Source: an optimization exercise on an open RTL-to-GDS flow (aim: small area, a short achievable clock period and few clock cycles per item). Production flows keep margins and buffers that such runs may drop.
In this exercise RTL edits were held to simulation tests only and were not proved equivalent to the original.

// trial_division_prime_factorizer_unit
module trial_division_prime_factorizer_unit #(
	parameter int MAX_DIVISOR = 1048576
) (
	input  logic                         clk,
	input  logic                         arst_n,
	input  logic                         s_tvalid,
	output logic                         s_tready,
	input  logic [tdpf_pkg::NUM_W-1:0]   s_tdata,   
	output logic                         m_tvalid,
	input  logic                         m_tready,
	output logic [tdpf_pkg::TDATA_W-1:0] m_tdata,   
	output logic [tdpf_pkg::STATUS_W-1:0] m_tuser,  
	output logic                         m_tlast,
	input  logic                         cfg_valid,
	output logic                         cfg_ready,
	input  logic [tdpf_pkg::CFG_W-1:0]   cfg_data   
);
	localparam int K  = 4;                    
	localparam int W  = 20;                   
	localparam int WN = 10;                   
	localparam int M  = 4;                    
	localparam int NC = (64 + K - 1) / K;     
	localparam int CW = $clog2(NC);
	localparam int LI = (M > 1) ? $clog2(M) : 1;
	typedef enum logic [3:0] {
		S_IDLE, S_TWO, S_SEL, S_TEST, S_EVAL, S_WRITE, S_WB, S_OUT
	} state_t;
	state_t        state_q;
	logic [20:0]   cfg_q;
	logic [63:0]   p_q;         
	logic [6:0]    l_q;         
	logic [20:0]   lim_q;       
	logic [CW-1:0] cyc_q;       
	logic [7:0]    left_q;      
	logic          seen_q;      
	logic          retest_q;    
	logic [M-1:0]  en_q;        
	logic [M-1:0]  pend_q;      
	logic [M-1:0]  pn_q;        
	logic [4:0]    bdb_q;       
	logic [20:0]   ds_q;
	logic          pv_q, gt_q;  
	logic          wheel_q;     
	logic [2:0]    widx_q;
	logic [2:0]    r7_q;
	logic [3:0]    r11_q, r13_q;
	logic [4:0]    bds_q;       
	logic [W-1:0]  q0_q;
	logic [4:0]    bq0_q;       
	logic [WN-1:0] qn_q [M];     
	logic [WN-1:0] qslot [M];
	logic [LI:0]   qcnt_q;
  ...
Size: roughly 5100 cells after synthesis, about 180 I/O pins.
clock: 6.0 ns
lec_check: 0
cap_margin: 20
core_margin: 2
core_utilization: 55
setup_slack_margin: 1.2
slew_margin: 20
run.sh (not shown) runs the stock make flow with config.mk's settings and CLKGATE_MAP_FILE= SYNTH_SCRIPT=/design/flow/synth_recipe.tcl, a recipe that flattens the netlist after the stock synthesis.
Testbench counts at the start, summed over its fixed seeds: cycles 63,615, items 320.
Next try:
--- a/flow/design.v
+++ b/flow/design.v
@@ -2570,19 +2570,19 @@
 	output logic [tdpf_pkg::STATUS_W-1:0] m_tuser,  
 	output logic                         m_tlast,
 	input  logic                         cfg_valid,
 	output logic                         cfg_ready,
 	input  logic [tdpf_pkg::CFG_W-1:0]   cfg_data   
 );
 	localparam int K  = 4;                    
 	localparam int W  = 20;                   
 	localparam int WN = 10;                   
-	localparam int M  = 4;                    
+	localparam int M  = 6;                    
 	localparam int NC = (64 + K - 1) / K;     
 	localparam int CW = $clog2(NC);
 	localparam int LI = (M > 1) ? $clog2(M) : 1;
 	typedef enum logic [3:0] {
 		S_IDLE, S_TWO, S_SEL, S_TEST, S_EVAL, S_WRITE, S_WB, S_OUT
 	} state_t;
 	state_t        state_q;
 	logic [20:0]   cfg_q;
 	logic [63:0]   p_q;         
@@ -2966,19 +2966,18 @@
 			end
 			S_TEST: begin
 				cyc_q  <= cyc_q + 1'b1;
 				left_q <= left_q - 8'(K);
 			end
 			S_WRITE: begin
 				cyc_q  <= cyc_q + 1'b1;
 				left_q <= left_q - 8'(K);
 				seen_q <= seen_n;
-				if (q != '0) l_q <= 7'(K * cyc_q) + 7'(bitlenk(q));
 				for (int j = 0; j < 64; j++) begin
 					if (cyc_q == CW'(j / K)) p_q[j] <= q[j % K];
 					else if (cyc_q < CW'(j / K) && (left_q[7] || left_q <= 8'(K))) p_q[j] <= 1'b0;
 				end
 			end
 			S_WB: begin
 				retest_q <= 1'b1;
 				same_q   <= 1'b1;
 				ne_q     <= 1'b1;
@@ -3044,18 +3043,19 @@
 				cn_q[i]  <= '0;
 				cin_q[i] <= 1'b0;
 			end
 		end
 		if (state_q == S_WRITE || state_q == S_WB) begin
 			sr_q  <= sr_st;
 			cr_q  <= cr_st;
 			cir_q <= cir_st;
 			qr_q  <= q;
+			if (qr_q != '0) l_q <= 7'(K * CW'(cyc_q - 1'b1)) + 7'(bitlenk(qr_q));
 		end else begin
 			sr_q  <= '0;
 			cr_q  <= '0;
 			cir_q <= 1'b0;
 			qr_q  <= '0;
 		end
 		if (fin_now) begin
 			extra_q <= fin_extra;
 			cof_q   <= cof_now;
Outcome:
- register-to-register slack gets worse by 0.11 ns
- hold slack gets better by 0.0032 ns
- final cell count came out higher by 15%
- routed wire length is higher by 17%
- clock skew goes up by 0.031 ns
- first-iteration DRC count came out higher by 34%
Testbench counts after the change, summed over its fixed seeds: cycles 52,381, items 320.

## old
Another version of the RTL of trial_division_prime_factorizer_unit (not shown whole).
For scale: ~5100 cells after synthesis, roughly 180 I/O pins, about 51000 sq um of cells after synthesis.
==> flow/design.v (excerpt) <==
module trial_division_prime_factorizer_unit #(
	parameter int MAX_DIVISOR = 1048576
) (
	input  logic                         clk,
	input  logic                         arst_n,
	input  logic                         s_tvalid,
	output logic                         s_tready,
	input  logic [tdpf_pkg::NUM_W-1:0]   s_tdata,   
	output logic                         m_tvalid,
	input  logic                         m_tready,
	output logic [tdpf_pkg::TDATA_W-1:0] m_tdata,   
	output logic [tdpf_pkg::STATUS_W-1:0] m_tuser,  
	output logic                         m_tlast,
	input  logic                         cfg_valid,
	output logic                         cfg_ready,
	input  logic [tdpf_pkg::CFG_W-1:0]   cfg_data   
);
clock: 6.0 ns
lec_check: 0
cap_margin: 20
core_margin: 2
core_utilization: 40
setup_slack_margin: 1.5
slew_margin: 20
Testbench counts of old, summed over its fixed seeds: cycles 64,180, items 320.
--- input diff old..new ---
diff --git a/flow/design.v b/flow/design.v
--- a/flow/design.v
+++ b/flow/design.v
@@ -2947,21 +2947,25 @@
 				p_q     <= s_tdata;
 				lim_q   <= lim_next;
 				cnt2_q  <= '0;
 				ne_q    <= 1'b0;
 				same_q  <= 1'b0;
 				l_q     <= bitlen64(s_tdata);
 				spec_q  <= s_tdata[63:1] == '0;
 				one_q   <= s_tdata[0];
 			end
 			S_TWO: begin
-				if (!p_q[0]) begin
+				if (p_q[3:0] == '0) begin
+					p_q    <= {4'd0, p_q[63:4]};
+					cnt2_q <= cnt2_q + 6'd4;
+					l_q    <= l_q - 7'd4;
+				end else if (!p_q[0]) begin
 					p_q    <= {1'b0, p_q[63:1]};
 					cnt2_q <= cnt2_q + 6'd1;
 					l_q    <= l_q - 7'd1;
 				end
 			end
 			S_TEST: begin
 				cyc_q  <= cyc_q + 1'b1;
 				left_q <= left_q - 8'(K);
 			end
 			S_WRITE: begin
[summary]
Average instance area after synthesis (higher): new. Diff old -> new: fmax lost 4.3 MHz; sum of buffers and inverters on the critical path shrank by 3. Design area (new vs. old) increases slightly. Between new and old, the global routing usage on met1 is lower for new. Changes observed in new relative to old: area share of and/or/nand/nor cells after synthesis fell by 0.71 points; least setup slack across all paths after layout -0.099 ns; data arrival time of the worst path went up by 0.11 ns; detailed-route wire length per cell lower. Changes observed in new relative to old: clock period minus final worst setup slack +0.099 ns, routed wire length -1.8%.
Testbench counts of new, summed over its fixed seeds: cycles 63,615, items 320.

port drivers added, routing unchanged:
How much do the figures lean on ideal ports? The routed layouts below were timed once more, with nothing changed but the port constraints.
Step 1 (the two cells are an assumption about what drives the block):
set clk [get_ports {clk}]
set_driving_cell -lib_cell sky130_fd_sc_hd__clkbuf_16 $clk
set_driving_cell -lib_cell sky130_fd_sc_hd__buf_2 [delete_from_list [all_inputs] $clk]
Step 2 moves the port delays by t, midway between the first and last clock arrival at a register: inputs arrive t later, outputs are due t later. That takes back most of the time a late clock gives input paths.
Slacks: no drivers / after step 1 / after step 2; pairs: no drivers / after step 1.
run	t, ns	setup slack, ns	latest minus earliest clock arrival (ns)	worst data-port slew with drivers (ns)
the first run of note 1	0.754	1.195 / 1.117 / 1.287	0.027 / 0.027	0.05
the second run of note 1	0.760	1.184 / 1.167 / 1.184	0.058 / 0.058	0.07
old	0.757	1.228 / 1.228 / 1.228	0.062 / 0.062	0.06
new	0.746	1.129 / 1.129 / 1.129	0.052 / 0.053	0.07
After both steps every run listed still meets setup and hold.
